What follows belongs to an exercise in optimizing a design on an open flow for small area, a short achievable clock period and few clock cycles per item; a production flow would make more cautious choices. At most, simulation tests tie the RTL to the original design; equivalence was not proved. No functional check of the RTL was part of run 1. Power is estimated from default activity; no workload was simulated.

==> design/flow/design.v <==
`default_nettype none
module byte_stream_find_replace #(
  parameter int MAX_PATTERN     = 16,
  parameter int MAX_REPLACEMENT = 16
) (
  input  wire logic        clk,
  input  wire logic        rst_n,
  input  wire logic        cfg_we,
  input  wire logic [2:0]  cfg_index,
  input  wire logic [63:0] cfg_wdata,
  input  wire logic        in_tvalid,
  output logic             in_tready,
  input  wire logic [7:0]  in_tdata,
  input  wire logic        in_tlast,
  output logic             out_tvalid,
  input  wire logic        out_tready,
  output logic [7:0]       out_tdata,
  output logic             out_tuser,
  output logic             out_tlast
);
  localparam int DEPTH = 16;
  localparam int AW    = 4;
  logic         pzero_r;
  logic [3:0]   pm1_r;
  logic         rzero_r;
  logic [3:0]   rm1_r;
  logic [127:0] pat_r;
  logic [127:0] rep_r;
  logic [4:0]   wlen;
  logic         plen_we;
  assign wlen    = (cfg_wdata[4] && (cfg_wdata[3:0] != 4'd0)) ? 5'd16 : cfg_wdata[4:0];
  assign plen_we = cfg_we && (cfg_index == 3'd0);
  always_ff @(posedge clk) begin
    if (!rst_n) begin
      pzero_r <= 1'b1;
      pm1_r   <= '0;
      rzero_r <= 1'b1;
      rm1_r   <= '0;
      pat_r   <= '0;
      rep_r   <= '0;
    end else if (cfg_we) begin
      case (cfg_index)
        3'd0: begin pzero_r <= (wlen == 5'd0); pm1_r <= 4'(wlen - 5'd1); end
        3'd1: pat_r[63:0]   <= cfg_wdata;
        3'd2: pat_r[127:64] <= cfg_wdata;
        3'd3: begin rzero_r <= (wlen == 5'd0); rm1_r <= 4'(wlen - 5'd1); end
        3'd4: rep_r[63:0]   <= cfg_wdata;
        3'd5: rep_r[127:64] <= cfg_wdata;
        default: ;
      endcase
    end
  end
  logic        rdy_r;
  logic        v1_r;
  logic [7:0]  b1_r;
  logic        l1_r;
  logic [15:0] eq_in;
  logic        v1_nxt;
  always_comb begin
    for (int k = 0; k < 16; k++) begin
      eq_in[k] = (in_tdata == pat_r[8*k +: 8]);
    end
  end
  logic [15:0] pm_oh;
  logic [15:0] rm_oh;
  always_comb begin
    for (int k = 0; k < 16; k++) begin
      pm_oh[k] = !pzero_r && (pm1_r == 4'(k));
      rm_oh[k] = (rm1_r == 4'(k));
    end
  end
  assign in_tready = rdy_r;
  assign v1_nxt    = rdy_r ? in_tvalid : v1_r;
  always_ff @(posedge clk) begin
    if (!rst_n) begin
      v1_r <= 1'b0;
    end else begin
      v1_r <= v1_nxt;
    end
  end
  always_ff @(posedge clk) begin
    if (rdy_r) begin
      m_r   <= |(d_in & pm_oh);
      b1_r  <= in_tdata;
      l1_r  <= in_tlast;
    end
  end
  logic [9:0]    mem_r [DEPTH];    
  logic [AW:0]   wr_ptr_r;
  logic [AW:0]   c_ptr_r;
  logic [AW:0]   rd_ptr_r;
  logic [AW:0]   wr_nxt;
  logic [AW:0]   c_nxt;
  logic [3:0]    w_r;
  logic [3:0]    w_nxt;
  logic [15:0]   dn_r;            
  logic [15:0]   d_base;          
  logic [15:0]   d_in;
  logic          m_r;             
  logic          full_r;          
  logic          go;
  logic          match;
  logic          commit_all;
  logic          wr_rep;
  logic          nf_nxt;
  assign go         = v1_r && rdy_r;
  assign match      = m_r;
  assign commit_all = l1_r || pzero_r;
  assign wr_rep     = !rzero_r || l1_r;
  assign d_in       = {d_base[14:0], 1'b1} & eq_in;
  always_comb begin
    wr_nxt = wr_ptr_r;
    c_nxt  = c_ptr_r;
    w_nxt  = w_r;
    d_base = dn_r;
    if (plen_we) begin
      wr_nxt = c_ptr_r;
      w_nxt  = '0;
      d_base = '0;
    end else if (go) begin
      if (match) begin
        c_nxt  = c_ptr_r + (wr_rep ? 1'b1 : 1'b0);
        wr_nxt = c_ptr_r + (wr_rep ? 1'b1 : 1'b0);
        w_nxt  = '0;
        d_base = '0;
      end else if (commit_all) begin
        c_nxt  = wr_ptr_r + 1'b1;
        wr_nxt = wr_ptr_r + 1'b1;
        w_nxt  = '0;
        d_base = '0;
      end else if (full_r) begin
        c_nxt  = c_ptr_r + 1'b1;
        wr_nxt = wr_ptr_r + 1'b1;
      end else begin
        wr_nxt = wr_ptr_r + 1'b1;
        w_nxt  = w_r + 1'b1;
      end
    end
  end
  assign nf_nxt = !((wr_nxt[AW-1:0] == rd_ptr_r[AW-1:0]) && (wr_nxt[AW] != rd_ptr_r[AW]));
  always_ff @(posedge clk) begin
    if (!rst_n) begin
      rdy_r    <= 1'b1;
      wr_ptr_r <= '0;
      c_ptr_r  <= '0;
      w_r      <= '0;
      dn_r     <= '0;
      full_r   <= 1'b0;
    end else begin
      rdy_r    <= !v1_nxt || nf_nxt;
      wr_ptr_r <= wr_nxt;
      c_ptr_r  <= c_nxt;
      w_r      <= w_nxt;
      dn_r     <= (rdy_r && in_tvalid) ? d_in : d_base;
      full_r   <= (w_nxt == pm1_r);
    end
  end
  always_ff @(posedge clk) begin
    for (int i = 0; i < DEPTH; i++) begin
      if (go && (match ? (wr_rep && (c_ptr_r[AW-1:0] == AW'(i)))
                       : (wr_ptr_r[AW-1:0] == AW'(i)))) begin
        mem_r[i] <= {match, l1_r, b1_r};
      end
    end
  end
  logic [9:0]  head;
  logic [7:0]  repb;
  logic        h_valid;
  logic        h_rep;
  logic        load;
  logic        step;
  logic        fin;
  logic [15:0] rd_oh_r;
  logic [15:0] ix_oh_r;
  logic [15:0] ix_oh_nxt;
  logic        idxl_r;             
  logic        ovalid_r;
  logic [7:0]  odata_r;
  logic        ouser_r;
  logic        olast_r;
  always_comb begin
    head = '0;
    repb = '0;
    for (int i = 0; i < DEPTH; i++) begin
      head = head | (mem_r[i] & {10{rd_oh_r[i]}});
      repb = repb | (rep_r[8*i +: 8] & {8{ix_oh_r[i]}});
    end
  end
  assign h_rep     = head[9];
  assign h_valid   = (rd_ptr_r != c_ptr_r);
  assign load      = !ovalid_r || out_tready;
  assign step      = load && h_valid;
  assign fin       = !h_rep || rzero_r || idxl_r;
  assign ix_oh_nxt = !step ? ix_oh_r : (fin ? 16'd1 : {ix_oh_r[14:0], 1'b0});
  always_ff @(posedge clk) begin
    if (!rst_n) begin
      ovalid_r <= 1'b0;
      rd_ptr_r <= '0;
      rd_oh_r  <= 16'd1;
      ix_oh_r  <= 16'd1;
      idxl_r   <= 1'b0;
    end else begin
      if (load) begin
        ovalid_r <= h_valid;
      end
      if (step && fin) begin
        rd_ptr_r <= rd_ptr_r + 1'b1;
        rd_oh_r  <= {rd_oh_r[14:0], rd_oh_r[15]};
      end
      ix_oh_r <= ix_oh_nxt;
      idxl_r  <= |(ix_oh_nxt & rm_oh);
    end
  end
  always_ff @(posedge clk) begin
    if (step) begin
      odata_r <= !h_rep ? head[7:0] : (rzero_r ? 8'd0 : repb);
      ouser_r <= !(h_rep && rzero_r);
      olast_r <= head[8] && fin;
    end
  end
  assign out_tvalid = ovalid_r;
  assign out_tdata  = odata_r;
  assign out_tuser  = ouser_r;
  assign out_tlast  = olast_r;
endmodule
`default_nettype wire
==> design/flow/flow/run.sh <==
#!/bin/bash
# Standard layout, with two changes: the clock tree uses no dummy loads, and
# ports are buffered with buf_2 cells. The make output goes to make.log here;
# each ORFS step keeps its own log under orfs/logs.
set -euo pipefail
export CTS_ARGS="-sink_clustering_enable -repair_clock_nets -dont_use_dummy_load"
export BUFFER_PORTS_ARGS="-buffer_cell sky130_fd_sc_hd__buf_2"
bash standard.sh finish > make.log 2>&1
==> design/flow/standard.sh <==
#!/bin/bash
# synth_recipe.tcl (not shown) runs the flow's synth.tcl, then flattens the netlist and writes it again
# the make line also repeats each setting of config.mk as NAME=value (left out here)
make -C /OpenROAD-flow-scripts/flow DESIGN_CONFIG=/design/flow/config.mk WORK_HOME=/design/flow/orfs CLKGATE_MAP_FILE= SYNTH_SCRIPT=/design/flow/synth_recipe.tcl "${@:-finish}"
==> design/flow/config.mk <==
export PLATFORM = sky130hd
export DESIGN_NAME = byte_stream_find_replace
export DESIGN_NICKNAME = byte_stream_find_replace
export VERILOG_FILES = /design/flow/design.v
export SDC_FILE = /design/flow/constraint.sdc
export NUM_CORES = 4
export LEC_CHECK = 0
export CAP_MARGIN = 20
export CORE_MARGIN = 2
export CORE_UTILIZATION = 60
export SETUP_SLACK_MARGIN = 4.0
export SLEW_MARGIN = 20
==> design/flow/constraint.sdc <==
create_clock -name core_clock -period 6.5 [get_ports {clk}]
set_input_delay 1.3000 -clock core_clock [delete_from_list [all_inputs] [get_ports {clk}]]
set_output_delay 1.3000 -clock core_clock [all_outputs]
set_load 0.01 [all_outputs]
==> notes.md, run 1 <==
# TYPE chip_impl_metric gauge
chip_impl_metric{name="drt_first_pass_iters",unit=""} 5
chip_impl_metric{name="fin_total_pwr",unit="mW"} 6.98
chip_impl_metric{name="drt-wirelength-per-cell",unit="um"} 25.0
chip_impl_info{name="yosys.cell_count.top_type",value="nand2_1"} 1
chip_impl_metric{name="finalWirelength",unit="um"} 69900
chip_impl_metric{name="min_period_over_period",unit=""} 0.383
chip_impl_metric{name="clock_power_frac",unit=""} 0.365
chip_impl_metric{name="synthDominantCellAreaShare",unit=""} 0.308
chip_impl_metric{name="cts.clk_slew.worst_paths",unit="ps"} 60
chip_impl_info{name="critical_path_class",value="in2reg"} 1
chip_impl_metric{name="report.final.slew_viol_count",unit=""} 0
chip_impl_metric{name="antenna_violating_nets_post_route",unit=""} 0
chip_impl_metric{name="antenna_found_initial",unit=""} 6
chip_impl_metric{name="worst_skew_pair.late_latency",unit="ps"} 600
chip_impl_metric{name="row_count",unit=""} 70
chip_impl_info{name="clock_tree.root_cell",value="clkbuf_16"} 1
chip_impl_info{name="outcome",value="finished clean"} 1
chip_impl_info{name="worstSetupEndpointType",value="register"} 1
chip_impl_metric{name="fill_cells",unit=""} 2997
chip_impl_info{name="post_synth_main_area_contributors",value="dfxtp_1 31%, edfxtp_1 25%, nand2_1 10%"} 1
chip_impl_metric{name="finalNonFillerCells",unit=""} 2792
chip_impl_metric{name="power.combinational.fraction",unit=""} 0.120
chip_impl_metric{name="maxCapViolCount",unit=""} 0
chip_impl_metric{name="worst-endpoint-arrival",unit="ps"} 2800
chip_impl_info{name="cts_tree",value="yes"} 1
chip_impl_metric{name="worst_slew_margin_rel",unit=""} 0.413
chip_impl_metric{name="place_congestion",unit=""} 0.881
chip_impl_metric{name="post_drt_via_cell_ratio",unit=""} 6.40
chip_impl_metric{name="sw_frac_of_total",unit=""} 0.262
chip_impl_metric{name="warning_count_from_the_yosys_run",unit=""} 2
chip_impl_metric{name="mappedNetlistNets",unit=""} 2393
chip_impl_info{name="setup.worst_path.start_class",value="input pin"} 1
chip_impl_metric{name="syn_avg_cell_area",unit="um^2"} 9.53
chip_impl_metric{name="mappedNetlistArea",unit="um^2"} 21900
chip_impl_metric{name="cts_inserted_buffers",unit=""} 52
chip_impl_metric{name="totalNegativeSetupSlack",unit="ps"} 0
chip_impl_metric{name="postSynthRegisterBits",unit=""} 517
chip_impl_metric{name="clock_tree.htree_level_count",unit=""} 2
chip_impl_metric{name="power_report.internal_total",unit="mW"} 5.15
chip_impl_metric{name="floorplan.io_pins",unit=""} 93
chip_impl_metric{name="async_reset_ff_frac",unit=""} 0
chip_impl_metric{name="area_growth",unit="%"} 10.6
chip_impl_metric{name="groute.usage.overall",unit=""} 0.360
chip_impl_metric{name="required",unit="ps"} 6810
chip_impl_metric{name="post_route_cells_drive_above_1_share",unit=""} 0.120
chip_impl_metric{name="global_route.overflow_total",unit=""} 0
chip_impl_metric{name="power_per_cell_area",unit="nW/um^2"} 288
chip_impl_info{name="timing.hold.worst.class",value="reg2reg"} 1
chip_impl_metric{name="dieHeight",unit="um"} 195
chip_impl_metric{name="maxClockFrequency",unit="MHz"} 402
chip_impl_metric{name="placed_cells",unit=""} 2724
chip_impl_metric{name="first_iter_violations",unit=""} 1934
chip_impl_metric{name="synth-seq-area-share",unit=""} 0.554
chip_impl_metric{name="input_output_buffers",unit=""} 92
chip_impl_metric{name="clock_buffer_depth",unit=""} 3
chip_impl_info{name="synth_top_flop_cell",value="dfxtp_1"} 1
chip_impl_metric{name="core",unit="um^2"} 36300
chip_impl_metric{name="finalHoldViolations",unit=""} 0
chip_impl_info{name="setup_repair_after_global_routing_missed_its_margin",value="true"} 1
chip_impl_metric{name="synth_enable_flop_cells",unit=""} 180
chip_impl_metric{name="setup-violations-final",unit=""} 0
chip_impl_metric{name="dpl.hpwl",unit="um"} 44500
chip_impl_metric{name="die_x",unit="um"} 195
chip_impl_metric{name="first_global_vias",unit=""} 16900
chip_impl_metric{name="sequentialPowerShare",unit=""} 0.515
chip_impl_metric{name="finalCriticalPeriod",unit="ps"} 2490
chip_impl_metric{name="dieArea",unit="um^2"} 38100
chip_impl_metric{name="final_nets",unit=""} 2418
chip_impl_metric{name="worst-slew-pin-transition",unit="ps"} 879
chip_impl_metric{name="crit_fanout",unit=""} 9
chip_impl_metric{name="dr_total_vias",unit=""} 17900
chip_impl_metric{name="vdd_drop_max",unit="V"} 0.000186
chip_impl_metric{name="wire_length_of_the_first_global_routing_pass",unit="um"} 103000
chip_impl_metric{name="cts_sinks",unit=""} 517
chip_impl_metric{name="clock-skew-final",unit="ps"} 45.7
chip_impl_info{name="synth.largest_area_cell",value="dfxtp_1"} 1
chip_impl_metric{name="synth.distinct_cells",unit=""} 68
chip_impl_metric{name="syn-instance-count",unit=""} 2299
chip_impl_metric{name="leakage",unit="nW"} 8.18
chip_impl_info{name="synth_top_cells_by_count",value="586 x nand2_1, 337 x dfxtp_1, 296 x a21oi_1, 180 x edfxtp_1, 117 x clkbuf_1"} 1
chip_impl_metric{name="initial_utilization",unit=""} 0.605
chip_impl_metric{name="power.net_switching",unit="mW"} 1.83
chip_impl_metric{name="maximum_number_of_pins_on_one_net_before_global_route_repair",unit=""} 229
chip_impl_metric{name="drc",unit=""} 0
## path summary, 6_finish.rpt
kind	start	to	slack, ps	cells past startpoint
setup / recovery	cfg_index[0]	m_r	4010	8
hold / removal	dn_r[9]	dn_r[9]	450	2
setup reg to reg	rd_oh_r[3]	idxl_r	4090	7
hold reg to reg	dn_r[9]	dn_r[9]	450	2
## logic make-up (layout without fill, tap and decap cells)
| logic type | Yosys count | after routing | share of synthesized area |
|---|---|---|---|
| buffers and inverters | 181 | 202 | 0.0362 |
| XOR/XNOR | 159 | 159 | 0.0635 |
| other | 0 | 2 | 0 |
| AO/OA/AOI/OAI | 554 | 555 | 0.161 |
| adder cells (fa/ha/maj) | 13 | 13 | 0.00742 |
| AND/OR/NAND/NOR | 858 | 859 | 0.168 |
| multiplexers | 17 | 17 | 0.00976 |
| flip-flops | 517 | 517 | 0.554 |
## per-stage QoR
step	utilization	instance area (um^2)	hold WS, ps	setup slack [ps]
floorplan	-	22000	427	3630
global placement	0.622	22600	436	3060
detailed placement	0.622	22600	441	3030
CTS	0.664	24100	449	3960
global route	0.668	24200	472	3950
finish	0.669	24200	447	4010
## power by group through the flow
stage / Combinational (mW) / Clock [mW] / Sequential (mW)
floorplan: 0.522 / 0 / 3.62
global placement: 0.758 / 0 / 3.66
detailed placement: 0.768 / 0 / 3.66
CTS: 0.798 / 2.57 / 3.59
global route: 0.895 / 2.69 / 3.61
finish: 0.837 / 2.54 / 3.60
## state kept, by name (all words and copies together) (netlist names), 8 cells and up
name,flops
ix_oh_r,16
pat_r,128
mem_r,160
dn_r,15
b1_r,8
odata_r,8
rep_r,128
rd_oh_r,16
## layout make-up
| cell class | instances | area, um^2 | share of cell area |
|---|---|---|---|
| inverter | 8 | 37.5 | 0.00155 |
| antenna | 2 | 5.00 | 0.000206 |
| clock buffer | 52 | 1300 | 0.0537 |
| sequential | 517 | 12200 | 0.502 |
| multi-input combinational | 1603 | 9160 | 0.378 |
| tap | 468 | 586 | 0.0242 |
| timing repair buffer | 142 | 987 | 0.0407 |
## critical path, cell delays in order
cell and delay, ps:
buf_2 180, or4b_4 620, o21ai_4 170, o41ai_1 110, o21ai_1 120, a211oi_1 90, o21ai_1 110, o41ai_2 100
## per-layer routing
metal / share of wire / track usage
met1: 0.39 / 0.462
met2: 0.47 / 0.588
met3: 0.083 / 0.0563
met4: 0.062 / 0.201
met5: 0.00047 / 0
## placed cells by master, fill, tap and decap left out, drive strengths merged, types with 29 or more instances in the layout
cell type  netlist  final
o21ai           29     29
nand2          587    587
a22oi          119    119
buf             56    141
dfxtp          337    337
nand3           59     59
xnor2           69     69
a21oi          305    305
edfxtp         180    180
nor2            92     93
xor2            90     90
clkbuf         117     53
## what timing repair did
item                       in CTS  in global routing
hold buffers                    0                  0
cloned                          0                  3
setup endpoints to repair     106                347
resized for setup              35                 26
setup buffers                   9                  2
pin swaps                       4                  7
==> inputs of run 2 (changes only) <==
--- a/design/flow/design.v
+++ b/design/flow/design.v
@@ -80,9 +80,2 @@
   end
-  always_ff @(posedge clk) begin
-    if (rdy_r) begin
-      m_r   <= |(d_in & pm_oh);
-      b1_r  <= in_tdata;
-      l1_r  <= in_tlast;
-    end
-  end
   logic [9:0]    mem_r [DEPTH];    
@@ -110,2 +103,13 @@
   assign d_in       = {d_base[14:0], 1'b1} & eq_in;
+  logic eqp_in;
+  logic pfx_base;
+  assign eqp_in   = |(eq_in & pm_oh);
+  assign pfx_base = |({d_base[14:0], 1'b1} & pm_oh);
+  always_ff @(posedge clk) begin
+    if (rdy_r) begin
+      m_r   <= eqp_in && pfx_base;
+      b1_r  <= in_tdata;
+      l1_r  <= in_tlast;
+    end
+  end
   always_comb begin
==> run 2 against run 1 <==
Effect of this change: worst setup slack improved by 24 ps; hold slack better by 7.1 ps; largest cell class unchanged; largest power group unchanged; register-to-register slack got worse by 40 ps; clock power hardly changed; clock skew down 10 ps; global-route usage increased by 0.43 points; flip-flop and latch count did not move; critical path depth shrank 7; total power fell by 0.39%; sequential power about the same.
==> notes.md, run 2 <==
# TYPE chip_impl_metric gauge
chip_impl_info{name="final_common_cell",value="nand2_1"} 1
chip_impl_metric{name="post_route_cells_drive_above_1_share",unit=""} 0.105
chip_impl_metric{name="first_iter_violations",unit=""} 1871
chip_impl_metric{name="syn_avg_cell_area",unit="um^2"} 9.49
chip_impl_metric{name="slowest_delay",unit="ps"} 430
chip_impl_metric{name="quantity_of_hold_fixing_buffers_added_after_cts",unit=""} 0
chip_impl_metric{name="sequentialPowerShare",unit=""} 0.518
chip_impl_info{name="worstSetupEndpointType",value="output pin"} 1
chip_impl_metric{name="mappedNetlistNets",unit=""} 2398
chip_impl_info{name="critical_path.cell_chain",value="buf_2"} 1
chip_impl_metric{name="worst_skew_pair.late_latency",unit="ps"} 600
chip_impl_metric{name="fill_cells",unit=""} 2900
chip_impl_info{name="critical_path_class",value="reg2out"} 1
chip_impl_metric{name="wire_length_of_the_first_global_routing_pass",unit="um"} 104000
chip_impl_metric{name="crit_fanout",unit=""} 12
chip_impl_info{name="largest_register_by_flop_count",value="mem_r"} 1
chip_impl_metric{name="syn-instance-count",unit=""} 2304
chip_impl_info{name="synth_top_cells_by_count",value="563 x nand2_1, 337 x dfxtp_1, 289 x a21oi_1, 180 x edfxtp_1, 162 x clkbuf_1"} 1
chip_impl_metric{name="final_nets",unit=""} 2403
chip_impl_metric{name="totalNegativeSetupSlack",unit="ps"} 0
chip_impl_info{name="setup.worst_path.start_class",value="register"} 1
chip_impl_metric{name="clock_power_frac",unit=""} 0.366
chip_impl_metric{name="setup-violations-final",unit=""} 0
chip_impl_metric{name="die_x",unit="um"} 195
chip_impl_metric{name="power.net_switching",unit="mW"} 1.80
chip_impl_metric{name="synth.distinct_cells",unit=""} 62
chip_impl_metric{name="leakage",unit="nW"} 8.15
chip_impl_info{name="cts_tree",value="yes"} 1
chip_impl_metric{name="maxClockFrequency",unit="MHz"} 406
chip_impl_metric{name="required",unit="ps"} 5200
chip_impl_metric{name="power_report.internal_total",unit="mW"} 5.15
chip_impl_info{name="cpMaxStageDelayCell",value="dfxtp_4"} 1
chip_impl_metric{name="worst-slew-pin-transition",unit="ps"} 812
chip_impl_metric{name="critPathBufInv",unit=""} 1
chip_impl_info{name="yosys.cell_count.top_type",value="nand2_1"} 1
chip_impl_info{name="reg.largest.list",value="mem_r (160), pat_r (128), rep_r (128)"} 1
chip_impl_metric{name="row_count",unit=""} 69
chip_impl_info{name="timing.hold.worst.class",value="reg2reg"} 1
chip_impl_metric{name="mappedNetlistArea",unit="um^2"} 21900
chip_impl_metric{name="min_period_over_period",unit=""} 0.379
chip_impl_metric{name="cts.clk_slew.worst_paths",unit="ps"} 50
chip_impl_metric{name="maximum_number_of_pins_on_one_net_before_global_route_repair",unit=""} 118
chip_impl_metric{name="core",unit="um^2"} 35700
chip_impl_metric{name="postSynthRegisterBits",unit=""} 517
chip_impl_metric{name="antenna_found_initial",unit=""} 2
chip_impl_metric{name="synthDominantCellAreaShare",unit=""} 0.309
chip_impl_info{name="clock_tree.root_cell",value="clkbuf_16"} 1
chip_impl_metric{name="warning_count_from_the_yosys_run",unit=""} 2
chip_impl_metric{name="clock_tree.htree_level_count",unit=""} 2
chip_impl_info{name="final_cell_mix",value="560 x nand2_1, 321 x dfxtp_1, 288 x a21oi_1"} 1
chip_impl_metric{name="synth_enable_flop_cells",unit=""} 180
chip_impl_info{name="outcome",value="finished clean"} 1
chip_impl_metric{name="power_per_cell_area",unit="nW/um^2"} 288
chip_impl_metric{name="first_global_vias",unit=""} 16800
chip_impl_metric{name="drc",unit=""} 0
chip_impl_info{name="synth.largest_area_cell",value="dfxtp_1"} 1
chip_impl_metric{name="groute.usage.overall",unit=""} 0.365
chip_impl_metric{name="sw_frac_of_total",unit=""} 0.259
chip_impl_metric{name="cts_sinks",unit=""} 517
chip_impl_metric{name="cts_inserted_buffers",unit=""} 52
chip_impl_metric{name="dpl.hpwl",unit="um"} 44400
chip_impl_metric{name="floorplan.io_pins",unit=""} 93
chip_impl_metric{name="postLayoutCoreUtil",unit=""} 0.675
chip_impl_info{name="crit_family",value="flip-flops"} 1
chip_impl_metric{name="worst_slew_margin_rel",unit=""} 0.458
chip_impl_metric{name="dieHeight",unit="um"} 195
chip_impl_metric{name="dieArea",unit="um^2"} 38000
chip_impl_metric{name="finalCriticalPeriod",unit="ps"} 2460
chip_impl_info{name="post_synth_main_area_contributors",value="dfxtp_1 31%, edfxtp_1 25%, nand2_1 9.7%"} 1
chip_impl_metric{name="antenna_violating_nets_post_route",unit=""} 0
chip_impl_metric{name="initial_utilization",unit=""} 0.612
chip_impl_metric{name="clock-skew-final",unit="ps"} 35.7
chip_impl_info{name="synth_top_flop_cell",value="dfxtp_1"} 1
chip_impl_info{name="setup_repair_after_global_routing_missed_its_margin",value="true"} 1
chip_impl_metric{name="worst-endpoint-arrival",unit="ps"} 1160
chip_impl_metric{name="maxCapViolCount",unit=""} 0
chip_impl_metric{name="power.combinational.fraction",unit=""} 0.116
chip_impl_metric{name="place_congestion",unit=""} 0.873
chip_impl_metric{name="global_route.overflow_total",unit=""} 0
chip_impl_metric{name="drt-wirelength-per-cell",unit="um"} 25.2
chip_impl_metric{name="post_drt_via_cell_ratio",unit=""} 6.46
chip_impl_metric{name="largest_register_ffs",unit=""} 160
chip_impl_metric{name="area_growth",unit="%"} 10.2
chip_impl_metric{name="async_reset_ff_frac",unit=""} 0
chip_impl_metric{name="input_output_buffers",unit=""} 92
chip_impl_metric{name="report.final.slew_viol_count",unit=""} 0
chip_impl_metric{name="dr_total_vias",unit=""} 17900
chip_impl_metric{name="drt_first_pass_iters",unit=""} 6
chip_impl_metric{name="vdd_drop_max",unit="V"} 0.000235
chip_impl_metric{name="finalWirelength",unit="um"} 69700
chip_impl_metric{name="finalHoldViolations",unit=""} 0
chip_impl_metric{name="clock_buffer_depth",unit=""} 3
chip_impl_metric{name="synth-seq-area-share",unit=""} 0.556
-- run 2: cell type report --
type | count | area [um^2] | share of cell area
well taps | 461 | 577 | 0.0239
repair buffers | 126 | 823 | 0.0341
inverters | 14 | 63.8 | 0.00265
flip-flops and latches | 517 | 12200 | 0.505
diodes | 2 | 5.00 | 0.000208
clock buffers | 52 | 1300 | 0.0540
multi-input cells | 1598 | 9160 | 0.380
-- run 2: per-stage QoR --
step	area (um^2)	worst slack, ps	std cells	power (mW)	hold slack, ps
floorplan	22000	3760	2304	4.12	428
global placement	22500	3240	2709	4.42	439
detailed placement	22500	3200	2709	4.44	446
CTS	24000	3970	2768	6.95	453
global route	24100	3890	2768	7.15	470
finish	24100	4040	2770	6.95	454
-- run 2: cell families after synthesis --
kind of cell,Yosys count,synth area share
buffers and inverters,189,0.0334
AND/OR/NAND/NOR,846,0.165
adder cells (fa/ha/maj),13,0.00744
multiplexers,39,0.0204
XOR/XNOR,156,0.0625
AO/OA/AOI/OAI,544,0.156
flip-flops,517,0.556
-- run 2: timing repair --
item                                    CTS  global route
pin swaps                                 3             0
endpoints found under the setup margin  210           166
buffers inserted                          6             0
gates cloned                              1             0
resized for setup                        38            17
-- run 2: per-layer routing --
metal,routed length (um),global-route usage,vias up
met5,0,0,-
met4,3380,0.171,0
met3,6350,0.0573,149
met2,32900,0.594,950
met1,27100,0.480,8722
li1,-,-,8070
-- run 2: final timing paths --
path | slack (ps) | from | cells past startpoint | end
setup reg to reg | 4050 | rd_oh_r[15] | 6 | rd_ptr_r[3]
setup / recovery | 4040 | rdy_r | 1 | in_tready
hold reg to reg | 450 | rep_r[105] | 2 | rep_r[105]
hold / removal | 450 | rep_r[105] | 2 | rep_r[105]
-- run 2: power by group through the flow --
stage               sequential (mW)  combinational [mW]  clock, mW
CTS                            3.60               0.798       2.56
detailed placement             3.66               0.770          0
finish                         3.60               0.808       2.54
global route                   3.61               0.866       2.68
floorplan                      3.61               0.515          0
global placement               3.66               0.757          0
Testbench counts of run 2, summed over its fixed seeds: cycles 95,180, items 28,800.
==> inputs of run 3 (changes only) <==
--- a/design/flow/flow/run.sh
+++ b/design/flow/flow/run.sh
@@ -5,3 +5,3 @@
 set -euo pipefail
-export CTS_ARGS="-sink_clustering_enable -repair_clock_nets -dont_use_dummy_load"
+export CTS_ARGS="-sink_clustering_enable -repair_clock_nets -dont_use_dummy_load -sink_clustering_size 30 -sink_clustering_max_diameter 100"
 export BUFFER_PORTS_ARGS="-buffer_cell sky130_fd_sc_hd__buf_2"
==> run 3 against run 2 <==
Effect of this change: sequential share of layout area rose by 1.5 points; synthesized cell count did not move; sequential power barely moved; count of clock-buffer cells in the layout fell by 31; still clean on timing, DRC and antenna; clock skew increased by 18 ps; critical path type is now in2reg.
==> notes.md, run 3 <==
# TYPE chip_impl_metric gauge
chip_impl_info{name="outcome",value="finished clean"} 1
chip_impl_metric{name="cts_sinks",unit=""} 517
chip_impl_metric{name="first_global_vias",unit=""} 16600
chip_impl_metric{name="global_route.overflow_total",unit=""} 0
chip_impl_metric{name="antenna_violating_nets_post_route",unit=""} 0
chip_impl_info{name="timing.hold.worst.class",value="reg2reg"} 1
chip_impl_metric{name="die_x",unit="um"} 195
chip_impl_info{name="setup.worst_path.end",value="m_r"} 1
chip_impl_metric{name="syn_avg_cell_area",unit="um^2"} 9.49
chip_impl_metric{name="maxClockFrequency",unit="MHz"} 406
chip_impl_metric{name="vdd_drop_max",unit="V"} 0.000198
chip_impl_metric{name="synth_adder_area_share",unit=""} 0.00744
chip_impl_metric{name="totalNegativeSetupSlack",unit="ps"} 0
chip_impl_metric{name="clock-skew-final",unit="ps"} 54.2
chip_impl_metric{name="dpl.hpwl",unit="um"} 44400
chip_impl_metric{name="crit_fanout",unit=""} 11
chip_impl_metric{name="synth_compound_area_frac",unit=""} 0.156
chip_impl_metric{name="postLayoutCoreUtil",unit=""} 0.656
chip_impl_metric{name="leakage",unit="nW"} 7.82
chip_impl_info{name="reg.largest.list",value="mem_r (160), pat_r (128), rep_r (128)"} 1
chip_impl_metric{name="worst-slew-pin-transition",unit="ps"} 796
chip_impl_metric{name="drt_first_pass_iters",unit=""} 6
chip_impl_metric{name="placed_cells",unit=""} 2709
chip_impl_metric{name="dieArea",unit="um^2"} 38000
chip_impl_metric{name="dr_total_vias",unit=""} 17900
chip_impl_metric{name="groute.usage.overall",unit=""} 0.358
chip_impl_info{name="post_synth_main_area_contributors",value="dfxtp_1 31%, edfxtp_1 25%, nand2_1 9.7%"} 1
chip_impl_metric{name="worst_skew_pair.late_latency",unit="ps"} 580
chip_impl_info{name="final_cell_mix",value="560 x nand2_1, 321 x dfxtp_1, 287 x a21oi_1"} 1
chip_impl_metric{name="initial_utilization",unit=""} 0.612
chip_impl_metric{name="power_per_cell_area",unit="nW/um^2"} 255
chip_impl_metric{name="row_count",unit=""} 69
chip_impl_metric{name="clock_buffer_depth",unit=""} 3
chip_impl_metric{name="place_congestion",unit=""} 0.873
chip_impl_info{name="final_common_cell",value="nand2_1"} 1
chip_impl_metric{name="async_reset_ff_frac",unit=""} 0
chip_impl_info{name="setup_repair_after_global_routing_missed_its_margin",value="true"} 1
chip_impl_metric{name="synthDominantCellAreaShare",unit=""} 0.309
chip_impl_metric{name="clock_tree.htree_level_count",unit=""} 1
chip_impl_metric{name="finalCriticalPeriod",unit="ps"} 2460
chip_impl_metric{name="largest_register_ffs",unit=""} 160
chip_impl_metric{name="report.final.slew_viol_count",unit=""} 0
chip_impl_metric{name="mappedNetlistNets",unit=""} 2398
chip_impl_metric{name="floorplan.io_pins",unit=""} 93
chip_impl_metric{name="cts.clk_slew.worst_paths",unit="ps"} 110
chip_impl_metric{name="finalWirelength",unit="um"} 69000
chip_impl_metric{name="input_output_buffers",unit=""} 92
chip_impl_metric{name="first_iter_violations",unit=""} 2091
chip_impl_info{name="worstSetupEndpointType",value="register"} 1
chip_impl_metric{name="synth.area.mux_share",unit=""} 0.0204
chip_impl_metric{name="area_growth",unit="%"} 7.16
chip_impl_metric{name="fill_cells",unit=""} 2969
chip_impl_metric{name="fin_total_pwr",unit="mW"} 5.96
chip_impl_metric{name="synth_simple_gate_area_frac",unit=""} 0.165
chip_impl_metric{name="synth-seq-area-share",unit=""} 0.556
chip_impl_metric{name="cts_inserted_buffers",unit=""} 21
chip_impl_info{name="synth.largest_area_cell",value="dfxtp_1"} 1
chip_impl_info{name="reg2reg_to",value="rd_ptr_r[3]"} 1
chip_impl_metric{name="worst-endpoint-arrival",unit="ps"} 2770
chip_impl_metric{name="maxCapViolCount",unit=""} 0
chip_impl_metric{name="worst_hold_slack",unit="ps"} 462
chip_impl_metric{name="postSynthRegisterBits",unit=""} 517
chip_impl_info{name="synth_top_cells_by_count",value="563 x nand2_1, 337 x dfxtp_1, 289 x a21oi_1, 180 x edfxtp_1, 162 x clkbuf_1"} 1
chip_impl_metric{name="min_path_cells",unit=""} 2
chip_impl_metric{name="synth_enable_flop_cells",unit=""} 180
chip_impl_info{name="largest_register_by_flop_count",value="mem_r"} 1
chip_impl_metric{name="required",unit="ps"} 6810
chip_impl_metric{name="warning_count_from_the_yosys_run",unit=""} 2
chip_impl_info{name="clock_tree.root_cell",value="clkbuf_16"} 1
chip_impl_metric{name="mappedNetlistArea",unit="um^2"} 21900
chip_impl_metric{name="register_area",unit="um^2"} 12200
chip_impl_metric{name="drc",unit=""} 0
chip_impl_metric{name="setup-violations-final",unit=""} 0
chip_impl_metric{name="finalHoldViolations",unit=""} 0
chip_impl_info{name="setup.worst_path.start_class",value="input pin"} 1
chip_impl_info{name="cts_tree",value="yes"} 1
chip_impl_metric{name="synthXorXnorAreaFrac",unit=""} 0.0625
chip_impl_info{name="reg2reg_start",value="rd_oh_r[15]"} 1
chip_impl_metric{name="multiInputGateArea",unit="um^2"} 9180
chip_impl_info{name="yosys.cell_count.top_type",value="nand2_1"} 1
chip_impl_metric{name="drt-wirelength-per-cell",unit="um"} 25.1
chip_impl_metric{name="final_nets",unit=""} 2381
chip_impl_metric{name="wire_length_of_the_first_global_routing_pass",unit="um"} 103000
chip_impl_metric{name="syn-instance-count",unit=""} 2304
chip_impl_info{name="critical_path_class",value="in2reg"} 1
chip_impl_metric{name="dieHeight",unit="um"} 195
chip_impl_metric{name="r2r_slack",unit="ps"} 4050
chip_impl_metric{name="synth.distinct_cells",unit=""} 62
chip_impl_metric{name="min_period_over_period",unit=""} 0.379
chip_impl_metric{name="post_route_cells_drive_above_1_share",unit=""} 0.0976
chip_impl_info{name="worstSetupStartpoint",value="cfg_index[0]"} 1
chip_impl_metric{name="post_drt_via_cell_ratio",unit=""} 6.50
chip_impl_info{name="synth_top_flop_cell",value="dfxtp_1"} 1
chip_impl_metric{name="antenna_found_initial",unit=""} 1
chip_impl_metric{name="worst_slew_margin_rel",unit=""} 0.469
chip_impl_metric{name="maximum_number_of_pins_on_one_net_before_global_route_repair",unit=""} 118
chip_impl_info{name="synth_top_family_by_area",value="simple AND/OR/NAND/NOR gates"} 1
chip_impl_metric{name="core",unit="um^2"} 35700
chip_impl_metric{name="finalNonFillerCells",unit=""} 2749
chip_impl_metric{name="worst-r2r-cell-count",unit=""} 6
==> run 3: cell types whose count changed in the layout (fill, tap and decap cells not counted), moves of 2 or more <==
cell / change
buf_4: +8
buf_6: +2
clkbuf_16: -31
dfxtp_2: -3
dfxtp_4: +3
==> run 3: worst min-delay path by stage <==
stage               start          to  slack (ps)
2_1_floorplan    dn_r[14]    dn_r[14]         430
3_3_place_gp     dn_r[14]    dn_r[14]         440
3_5_place_dp   rep_r[120]  rep_r[120]         450
4_1_cts         rep_r[87]   rep_r[87]         460
5_1_grt         rep_r[54]   rep_r[54]         480
6_report       rep_r[114]  rep_r[114]         460
==> run 3: critical path, stage by stage <==
cell	delay (ps)
buf_2	190
or4b_4	690
o21ai_4	190
a222oi_1	170
o211ai_1	120
o21ai_0	100
==> run 3: report_power, final <==
| part | switching (mW) | internal (mW) | total [mW] |
|---|---|---|---|
| registers | 0.130 | 3.47 | 3.60 |
| logic | 0.528 | 0.284 | 0.811 |
| clock network | 0.971 | 0.586 | 1.56 |
==> run 3: cell families (layout without fill, tap and decap cells) <==
group / Yosys count / after routing
AND/OR/NAND/NOR: 846 / 846
AO/OA/AOI/OAI: 544 / 544
flip-flops: 517 / 517
buffers and inverters: 189 / 170
XOR/XNOR: 156 / 156
multiplexers: 39 / 39
adder cells (fa/ha/maj): 13 / 13
other: 0 / 3
==> run 3: repair_timing <==
action	in CTS	in global routing
gates cloned	1	0
endpoints found under the setup margin	211	160
setup buffers	8	7
pin swaps	3	1
resized for setup	41	22
hold buffers	0	0
==> run 3: metrics by stage <==
| stage | setup slack (ps) | cell area [um^2] |
|---|---|---|
| 2_1_floorplan | 3760 | 22000 |
| 3_3_place_gp | 3240 | 22500 |
| 3_5_place_dp | 3200 | 22500 |
| 4_1_cts | 3960 | 23300 |
| 5_1_grt | 4000 | 23400 |
| 6_report | 4040 | 23400 |
==> run 3: layout make-up <==
type                            instances  share of cell area
Multi-Input combinational cell       1598               0.392
Clock buffer                           21              0.0224
Tap cell                              461              0.0246
Sequential cell                       517               0.520
Antenna cell                            3            0.000320
Timing Repair Buffer                  135              0.0383
Inverter                               14             0.00272
==> run 3: routing by layer <==
metal	global-route usage	up-vias	routed length (um)
li1	-	8024	-
met1	0.477	8731	27100
met2	0.597	978	32900
met3	0.0465	134	6050
met4	0.139	0	3000
met5	0	-	0
==> inputs of run 4 (changes only) <==
--- a/design/flow/flow/run.sh
+++ b/design/flow/flow/run.sh
@@ -5,3 +5,3 @@
 set -euo pipefail
-export CTS_ARGS="-sink_clustering_enable -repair_clock_nets -dont_use_dummy_load -sink_clustering_size 30 -sink_clustering_max_diameter 100"
+export CTS_ARGS="-sink_clustering_enable -repair_clock_nets -dont_use_dummy_load -sink_clustering_size 24 -sink_clustering_max_diameter 80"
 export BUFFER_PORTS_ARGS="-buffer_cell sky130_fd_sc_hd__buf_2"
--- a/design/flow/config.mk
+++ b/design/flow/config.mk
@@ -10,3 +10,3 @@
 export CORE_UTILIZATION = 60
-export SETUP_SLACK_MARGIN = 4.0
+export SETUP_SLACK_MARGIN = 4.1
 export SLEW_MARGIN = 20
==> run 4 against run 3 <==
Effect of this change: still clean on timing, DRC and antenna; total power is 3.9% higher; sequential power barely moved; routed wire length down 1.8%; flip-flop and latch count is the same; worst setup slack worse by 34 ps; synthesized area stayed put; final cell count rose by 0.29%; register-to-register slack gained 80 ps; clock skew shrank 2.9 ps; sequential share of layout area decreased by 0.97 points; cell area is 2.0% higher; critical endpoint unchanged; largest power group unchanged.
==> notes.md, run 4 <==
# TYPE chip_impl_metric gauge
chip_impl_metric{name="mappedNetlistArea",unit="um^2"} 21900
chip_impl_metric{name="dr_total_vias",unit=""} 17500
chip_impl_info{name="synth.largest_area_cell",value="dfxtp_1"} 1
chip_impl_metric{name="synthDominantCellAreaShare",unit=""} 0.309
chip_impl_metric{name="leakage",unit="nW"} 7.96
chip_impl_metric{name="antenna_found_initial",unit=""} 0
chip_impl_metric{name="vdd_drop_max",unit="V"} 0.000267
chip_impl_metric{name="setup-violations-final",unit=""} 0
chip_impl_info{name="crit_family",value="compound AO/OA/AOI/OAI gates"} 1
chip_impl_metric{name="postSynthRegisterBits",unit=""} 517
chip_impl_metric{name="cts_sinks",unit=""} 517
chip_impl_metric{name="placed_cells",unit=""} 2706
chip_impl_info{name="synth_top_cells_by_count",value="563 x nand2_1, 337 x dfxtp_1, 289 x a21oi_1, 180 x edfxtp_1, 162 x clkbuf_1"} 1
chip_impl_metric{name="finalNonFillerCells",unit=""} 2757
chip_impl_metric{name="post_route_cells_drive_above_1_share",unit=""} 0.110
chip_impl_metric{name="cts.clk_slew.worst_paths",unit="ps"} 80
chip_impl_metric{name="worst-slew-pin-transition",unit="ps"} 807
chip_impl_info{name="cts_tree",value="yes"} 1
chip_impl_info{name="reg.largest.list",value="mem_r (160), pat_r (128), rep_r (128)"} 1
chip_impl_metric{name="post_drt_via_cell_ratio",unit=""} 6.35
chip_impl_metric{name="power_per_cell_area",unit="nW/um^2"} 259
chip_impl_metric{name="dieArea",unit="um^2"} 38000
chip_impl_metric{name="crit_fanout",unit=""} 17
chip_impl_metric{name="first_iter_violations",unit=""} 1787
chip_impl_metric{name="totalNegativeSetupSlack",unit="ps"} 0
chip_impl_metric{name="dieHeight",unit="um"} 195
chip_impl_metric{name="async_reset_ff_frac",unit=""} 0
chip_impl_metric{name="drc",unit=""} 0
chip_impl_metric{name="drt-wirelength-per-cell",unit="um"} 24.6
chip_impl_metric{name="slowest_delay",unit="ps"} 350
chip_impl_metric{name="finalWirelength",unit="um"} 67800
chip_impl_metric{name="area_growth",unit="%"} 9.29
chip_impl_metric{name="critPathBufInv",unit=""} 1
chip_impl_metric{name="postLayoutCoreUtil",unit=""} 0.669
chip_impl_metric{name="clock-skew-final",unit="ps"} 51.2
chip_impl_metric{name="cts_inserted_buffers",unit=""} 28
chip_impl_info{name="final_common_cell",value="nand2_1"} 1
chip_impl_metric{name="syn_avg_cell_area",unit="um^2"} 9.49
chip_impl_metric{name="synth_enable_flop_cells",unit=""} 180
chip_impl_metric{name="required",unit="ps"} 6780
chip_impl_metric{name="final_nets",unit=""} 2392
chip_impl_info{name="outcome",value="finished clean"} 1
chip_impl_metric{name="finalCriticalPeriod",unit="ps"} 2500
chip_impl_metric{name="finalHoldViolations",unit=""} 0
chip_impl_metric{name="core",unit="um^2"} 35700
chip_impl_metric{name="maxClockFrequency",unit="MHz"} 400
chip_impl_info{name="cpMaxStageDelayCell",value="a311o_1"} 1
chip_impl_metric{name="worst_skew_pair.late_latency",unit="ps"} 580
chip_impl_metric{name="synth-seq-area-share",unit=""} 0.556
chip_impl_metric{name="first_global_vias",unit=""} 16400
chip_impl_info{name="setup.worst_path.start_class",value="input pin"} 1
chip_impl_info{name="critical_path.cell_chain",value="buf_4 > xnor2_1 > nand4_1 > nor4_1 > a311o_1 > a211oi_1 > o21ai_0"} 1
chip_impl_metric{name="largest_register_ffs",unit=""} 160
chip_impl_metric{name="maxCapViolCount",unit=""} 0
chip_impl_metric{name="antenna_cells",unit=""} 0
chip_impl_metric{name="maximum_number_of_pins_on_one_net_before_global_route_repair",unit=""} 179
chip_impl_metric{name="worst_slew_margin_rel",unit=""} 0.461
chip_impl_metric{name="report.final.slew_viol_count",unit=""} 0
chip_impl_metric{name="clock_tree.htree_level_count",unit=""} 1
chip_impl_metric{name="groute.usage.overall",unit=""} 0.346
chip_impl_info{name="post_synth_main_area_contributors",value="dfxtp_1 31%, edfxtp_1 25%, nand2_1 9.7%"} 1
chip_impl_info{name="yosys.cell_count.top_type",value="nand2_1"} 1
chip_impl_metric{name="place_congestion",unit=""} 0.920
chip_impl_info{name="largest_register_by_flop_count",value="mem_r"} 1
chip_impl_info{name="final_cell_mix",value="560 x nand2_1, 316 x dfxtp_1, 288 x a21oi_1"} 1
chip_impl_metric{name="dpl.hpwl",unit="um"} 43000
chip_impl_metric{name="worst_hold_slack",unit="ps"} 456
chip_impl_info{name="worstSetupEndpointType",value="register"} 1
chip_impl_info{name="setup_repair_after_global_routing_missed_its_margin",value="true"} 1
chip_impl_metric{name="mappedNetlistNets",unit=""} 2398
chip_impl_info{name="synth_top_flop_cell",value="dfxtp_1"} 1
chip_impl_metric{name="floorplan.io_pins",unit=""} 93
chip_impl_metric{name="clock_buffer_depth",unit=""} 3
chip_impl_metric{name="row_count",unit=""} 69
chip_impl_metric{name="wire_length_of_the_first_global_routing_pass",unit="um"} 100000
chip_impl_metric{name="antenna_violating_nets_post_route",unit=""} 0
chip_impl_metric{name="min_period_over_period",unit=""} 0.384
chip_impl_info{name="clock_tree.root_cell",value="clkbuf_16"} 1
chip_impl_metric{name="die_x",unit="um"} 195
chip_impl_info{name="critical_path_class",value="in2reg"} 1
chip_impl_metric{name="input_output_buffers",unit=""} 92
chip_impl_metric{name="synth.distinct_cells",unit=""} 62
chip_impl_metric{name="warning_count_from_the_yosys_run",unit=""} 2
chip_impl_metric{name="worst-endpoint-arrival",unit="ps"} 2780
chip_impl_metric{name="syn-instance-count",unit=""} 2304
chip_impl_metric{name="global_route.overflow_total",unit=""} 0
chip_impl_metric{name="initial_utilization",unit=""} 0.612
chip_impl_metric{name="drt_first_pass_iters",unit=""} 8
chip_impl_info{name="timing.hold.worst.class",value="reg2reg"} 1
run 4: cell count changes in the layout (fill, tap and decap cells not counted), sizes merged:
cell      delta
clkbuf       +8
buf          +3
diode        -3
bufbuf       -1
clkinv       +1
clkinvlp     +1
inv          -1
run 4: final cells by class:
type,instances,area [um^2]
clock buffers,28,701
inverters,14,86.3
flip-flops and latches,517,12200
well taps,461,577
multi-input cells,1598,9310
fillers,2944,11800
repair buffers,138,1020
repair inverters,1,11.3
run 4: worst paths after layout:
check / from / end / depth (start not counted) / slack (ps)
hold reg to reg: rep_r[62] / rep_r[62] / 2 / 460
hold / removal: rep_r[62] / rep_r[62] / 2 / 460
setup / recovery: in_tdata[5] / m_r / 7 / 4000
setup reg to reg: rd_oh_r[0] / rd_ptr_r[3] / 6 / 4130
run 4: worst min-delay path, delay by kind of cell (launching register included):
kind / cells / cell delay [ps]
flip-flops: 1 / 310
AND/OR/NAND/NOR: 1 / 50
AO/OA/AOI/OAI: 1 / 50
run 4: logic make-up (layout without fill, tap and decap cells):
family,after synthesis,after routing,share of synthesized area
simple gates,846,846,0.165
flops,517,517,0.556
mux,39,39,0.0204
xor+xnor,156,156,0.0625
buf+inv,189,181,0.0334
fa+ha+maj,13,13,0.00744
compound gates,544,544,0.156
run 4: what timing repair did:
item,in CTS,in global routing
pin swaps,2,10
setup endpoints to repair,308,190
gates resized for setup,58,41
buffers inserted,8,14
cloned,0,1
hold buffers,0,0
run 4: per-stage QoR:
| stage | area (um^2) | setup slack [ps] | power [mW] |
|---|---|---|---|
| finish | 23900 | 4000 | 6.20 |
| global route | 23900 | 3970 | 6.40 |
| CTS | 23500 | 3990 | 6.17 |
| detailed placement | 22500 | 2830 | 4.44 |
| global placement | 22500 | 2880 | 4.42 |
| floorplan | 22100 | 3760 | 4.14 |
run 4: where the power goes:
| group | internal [mW] | leakage, nW | total [mW] | switching (mW) |
|---|---|---|---|---|
| combinational | 0.313 | 3.25 | 0.853 | 0.540 |
| clock | 0.765 | 0.345 | 1.75 | 0.989 |
| sequential | 3.46 | 4.37 | 3.59 | 0.127 |
run 4: per-layer routing:
metal | vias up | part of all wire | GRT usage
met3 | 119 | 0.077 | 0.0328
met5 | - | 0 | 0
met2 | 811 | 0.48 | 0.581
met1 | 8540 | 0.40 | 0.467
met4 | 0 | 0.044 | 0.133
li1 | 8039 | - | -
==> inputs of run 5 (changes only) <==
--- a/design/flow/config.mk
+++ b/design/flow/config.mk
@@ -9,3 +9,3 @@
 export CORE_MARGIN = 2
-export CORE_UTILIZATION = 60
+export CORE_UTILIZATION = 70
 export SETUP_SLACK_MARGIN = 4.1
==> run 5 against run 4 <==
Effect of this change: synthesized area unchanged; worst setup slack better by 36 ps; sequential share of layout area up 0.35 points; critical path depth down 6; maximum frequency up 1.5%; sequential power about the same; register-to-register slack better by 30 ps.
==> notes.md, run 5 <==
# TYPE chip_impl_metric gauge
chip_impl_metric{name="report.final.slew_viol_count",unit=""} 0
chip_impl_metric{name="cts.clk_slew.worst_paths",unit="ps"} 90
chip_impl_info{name="worstSetupEndpointType",value="output pin"} 1
chip_impl_metric{name="fill_cells",unit=""} 2141
chip_impl_info{name="setup.worst_path.start_class",value="register"} 1
chip_impl_metric{name="antenna_violating_nets_post_route",unit=""} 0
chip_impl_metric{name="mappedNetlistArea",unit="um^2"} 21900
chip_impl_metric{name="maxCapViolCount",unit=""} 0
chip_impl_metric{name="synth-seq-area-share",unit=""} 0.556
chip_impl_metric{name="dieHeight",unit="um"} 181
chip_impl_metric{name="setup-violations-final",unit=""} 0
chip_impl_metric{name="input_output_buffers",unit=""} 92
chip_impl_metric{name="synthDominantCellAreaShare",unit=""} 0.309
chip_impl_metric{name="leakage",unit="nW"} 7.96
chip_impl_metric{name="core",unit="um^2"} 30700
chip_impl_metric{name="cts_sinks",unit=""} 517
chip_impl_metric{name="row_count",unit=""} 64
chip_impl_metric{name="maximum_number_of_pins_on_one_net_before_global_route_repair",unit=""} 140
chip_impl_metric{name="clock_buffer_depth",unit=""} 3
chip_impl_metric{name="global_route.overflow_total",unit=""} 0
chip_impl_metric{name="quantity_of_hold_fixing_buffers_added_after_cts",unit=""} 0
chip_impl_metric{name="dr_total_vias",unit=""} 17900
chip_impl_metric{name="power_per_cell_area",unit="nW/um^2"} 257
chip_impl_info{name="cpMaxStageDelayCell",value="edfxtp_1"} 1
chip_impl_metric{name="crit_fanout",unit=""} 1
chip_impl_metric{name="drc",unit=""} 0
chip_impl_metric{name="timing.final.ws_setup",unit="ps"} 4040
chip_impl_metric{name="required",unit="ps"} 5200
chip_impl_info{name="reg.largest.list",value="mem_r (160), pat_r (128), rep_r (128)"} 1
chip_impl_info{name="final_common_cell",value="nand2_1"} 1
chip_impl_metric{name="worst_skew_pair.late_latency",unit="ps"} 590
chip_impl_metric{name="post_route_cells_drive_above_1_share",unit=""} 0.110
chip_impl_metric{name="postLayoutCoreUtil",unit=""} 0.774
chip_impl_metric{name="worst-slew-pin-transition",unit="ps"} 831
chip_impl_metric{name="largest_register_ffs",unit=""} 160
chip_impl_info{name="crit_family",value="flip-flops"} 1
chip_impl_info{name="post_synth_main_area_contributors",value="dfxtp_1 31%, edfxtp_1 25%, nand2_1 9.7%"} 1
chip_impl_metric{name="area_growth",unit="%"} 8.59
chip_impl_metric{name="finalHoldViolations",unit=""} 0
chip_impl_info{name="outcome",value="finished clean"} 1
chip_impl_metric{name="synth_enable_flop_cells",unit=""} 180
chip_impl_info{name="yosys.cell_count.top_type",value="nand2_1"} 1
chip_impl_metric{name="r2r_slack",unit="ps"} 4160
chip_impl_metric{name="worst_slew_margin_rel",unit=""} 0.445
chip_impl_metric{name="async_reset_ff_frac",unit=""} 0
chip_impl_metric{name="clock-skew-final",unit="ps"} 52.0
chip_impl_metric{name="placement.setup.worst_slack",unit="ps"} 3160
chip_impl_metric{name="die_x",unit="um"} 181
chip_impl_metric{name="drt-wirelength-per-cell",unit="um"} 24.4
chip_impl_info{name="synth.largest_area_cell",value="dfxtp_1"} 1
chip_impl_metric{name="finalNonFillerCells",unit=""} 2697
chip_impl_metric{name="post_drt_via_cell_ratio",unit=""} 6.65
chip_impl_metric{name="finalWirelength",unit="um"} 65700
chip_impl_metric{name="finalCriticalPeriod",unit="ps"} 2460
chip_impl_metric{name="dieArea",unit="um^2"} 32700
chip_impl_metric{name="final_nets",unit=""} 2395
chip_impl_info{name="cts_tree",value="yes"} 1
chip_impl_metric{name="totalNegativeSetupSlack",unit="ps"} 0
chip_impl_metric{name="maxClockFrequency",unit="MHz"} 406
chip_impl_metric{name="floorplan.io_pins",unit=""} 93
chip_impl_metric{name="postSynthRegisterBits",unit=""} 517
chip_impl_metric{name="wire_length_of_the_first_global_routing_pass",unit="um"} 99000
chip_impl_info{name="critical_path_class",value="reg2out"} 1
chip_impl_info{name="critical_path.cell_chain",value="buf_2"} 1
chip_impl_metric{name="syn-instance-count",unit=""} 2304
chip_impl_metric{name="syn_avg_cell_area",unit="um^2"} 9.49
chip_impl_metric{name="min_period_over_period",unit=""} 0.379
chip_impl_info{name="final_cell_mix",value="560 x nand2_1, 316 x dfxtp_1, 287 x a21oi_1"} 1
chip_impl_metric{name="critPathBufInv",unit=""} 1
chip_impl_metric{name="clock_tree.htree_level_count",unit=""} 1
chip_impl_metric{name="initial_utilization",unit=""} 0.713
chip_impl_metric{name="drt_first_pass_iters",unit=""} 8
chip_impl_metric{name="dpl.hpwl",unit="um"} 42000
chip_impl_info{name="synth_top_flop_cell",value="dfxtp_1"} 1
chip_impl_metric{name="worst-endpoint-arrival",unit="ps"} 1160
chip_impl_metric{name="first_iter_violations",unit=""} 2338
chip_impl_metric{name="mappedNetlistNets",unit=""} 2398
chip_impl_metric{name="slowest_delay",unit="ps"} 410
chip_impl_info{name="largest_register_by_flop_count",value="mem_r"} 1
chip_impl_metric{name="place_congestion",unit=""} 0.895
chip_impl_metric{name="cts_inserted_buffers",unit=""} 25
chip_impl_info{name="setup_repair_after_global_routing_missed_its_margin",value="true"} 1
chip_impl_info{name="clock_tree.root_cell",value="clkbuf_16"} 1
chip_impl_metric{name="warning_count_from_the_yosys_run",unit=""} 2
chip_impl_metric{name="antenna_found_initial",unit=""} 4
chip_impl_metric{name="synth.distinct_cells",unit=""} 62
chip_impl_metric{name="groute.usage.overall",unit=""} 0.393
chip_impl_info{name="synth_top_cells_by_count",value="563 x nand2_1, 337 x dfxtp_1, 289 x a21oi_1, 180 x edfxtp_1, 162 x clkbuf_1"} 1
chip_impl_info{name="timing.hold.worst.class",value="reg2reg"} 1
chip_impl_metric{name="vdd_drop_max",unit="V"} 0.000217
chip_impl_metric{name="first_global_vias",unit=""} 16900
chip_impl_metric{name="placed_cells",unit=""} 2640
chip_impl_metric{name="fin_total_pwr",unit="mW"} 6.11
[run 5: cell counts after synthesis]
Identical to the previous run, type by type.
[run 5: cells by family after synthesis]
group	count (synthesis)	synth area share
compound gates	544	0.156
simple gates	846	0.165
xor+xnor	156	0.0625
buf+inv	189	0.0334
mux	39	0.0204
fa+ha+maj	13	0.00744
flops	517	0.556
[run 5: worst paths after layout]
kind,startpoint,endpoint,depth (start not counted)
setup / recovery,odata_r[3],out_tdata[3],1
hold / removal,rep_r[88],rep_r[88],2
setup reg to reg,rd_oh_r[9],rd_ptr_r[3],6
hold reg to reg,rep_r[88],rep_r[88],2
[run 5: per-stage QoR]
stage | cell area, um^2 | hold WS, ps
6_report | 23700 | 460
5_1_grt | 23700 | 471
4_1_cts | 23400 | 458
3_5_place_dp | 22500 | 446
3_3_place_gp | 22500 | 441
2_1_floorplan | 22100 | 428
[run 5: area by class of cell]
| cell class | count | area, um^2 | area share |
|---|---|---|---|
| clock buffers | 25 | 626 | 0.0263 |
| multi-input cells | 1598 | 9260 | 0.390 |
| flip-flops and latches | 517 | 12200 | 0.514 |
| diodes | 2 | 5.00 | 0.000211 |
| repair buffers | 145 | 1090 | 0.0459 |
| well taps | 396 | 495 | 0.0209 |
| inverters | 14 | 68.8 | 0.00290 |
[run 5: per-layer routing]
layer  global-route usage  vias to the layer above  wire (um)  part of all wire
met4                0.204                        4       3980             0.061
met1                0.514                     8567      24100              0.37
met3               0.0641                      213       6990              0.11
met2                0.636                     1118      30600              0.47
met5                    0                        -         32           0.00049
li1                     -                     8038          -                 -
[run 5: repair_timing]
action	CTS	global route
setup buffers	14	15
gates resized for setup	53	37
gates cloned	1	0
pin swaps	7	9
endpoints found under the setup margin	317	235
[run 5: report_power, final]
part | internal, mW | switching (mW)
Sequential | 3.46 | 0.112
Combinational | 0.325 | 0.547
Clock | 0.687 | 0.977

-- port drivers added, routing unchanged --
The results above use ideal ports. As a check the final layouts listed here were re-extracted and re-timed, cells and wires unchanged. Step 1 assumes that a clkbuf_16 drives the clock port and a buf_2 every other input. Step 2 moves the port delays by t, midway between the first and last clock arrival at a register: inputs arrive t later, outputs are due t later. That takes back most of the time a late clock gives input paths. Slacks: no drivers / after step 1 / after step 2; pairs: no drivers / after step 1.
run	t, ns	setup slack, ns	worst hold slack (ns)	slew at the worst register clock pin (ns)	worst data-port slew with drivers (ns)
run 1	0.638	4.012 / 3.983 / 3.345	0.447 / 0.447 / 0.447	0.06 / 0.06	0.12
run 2	0.636	4.036 / 3.979 / 3.414	0.454 / 0.454 / 0.454	0.06 / 0.06	0.12
run 3	0.613	4.037 / 3.993 / 3.445	0.462 / 0.462 / 0.462	0.12 / 0.12	0.11
run 4	0.609	4.003 / 3.966 / 3.357	0.456 / 0.456 / 0.456	0.10 / 0.10	0.11
run 5	0.621	4.039 / 3.984 / 3.425	0.460 / 0.460 / 0.460	0.10 / 0.10	0.13
After both steps setup and hold are still met in every run listed. For run 1, which loses most, drivers alone change the setup slack by -0.029 ns; drivers and shift together by -0.667 ns.
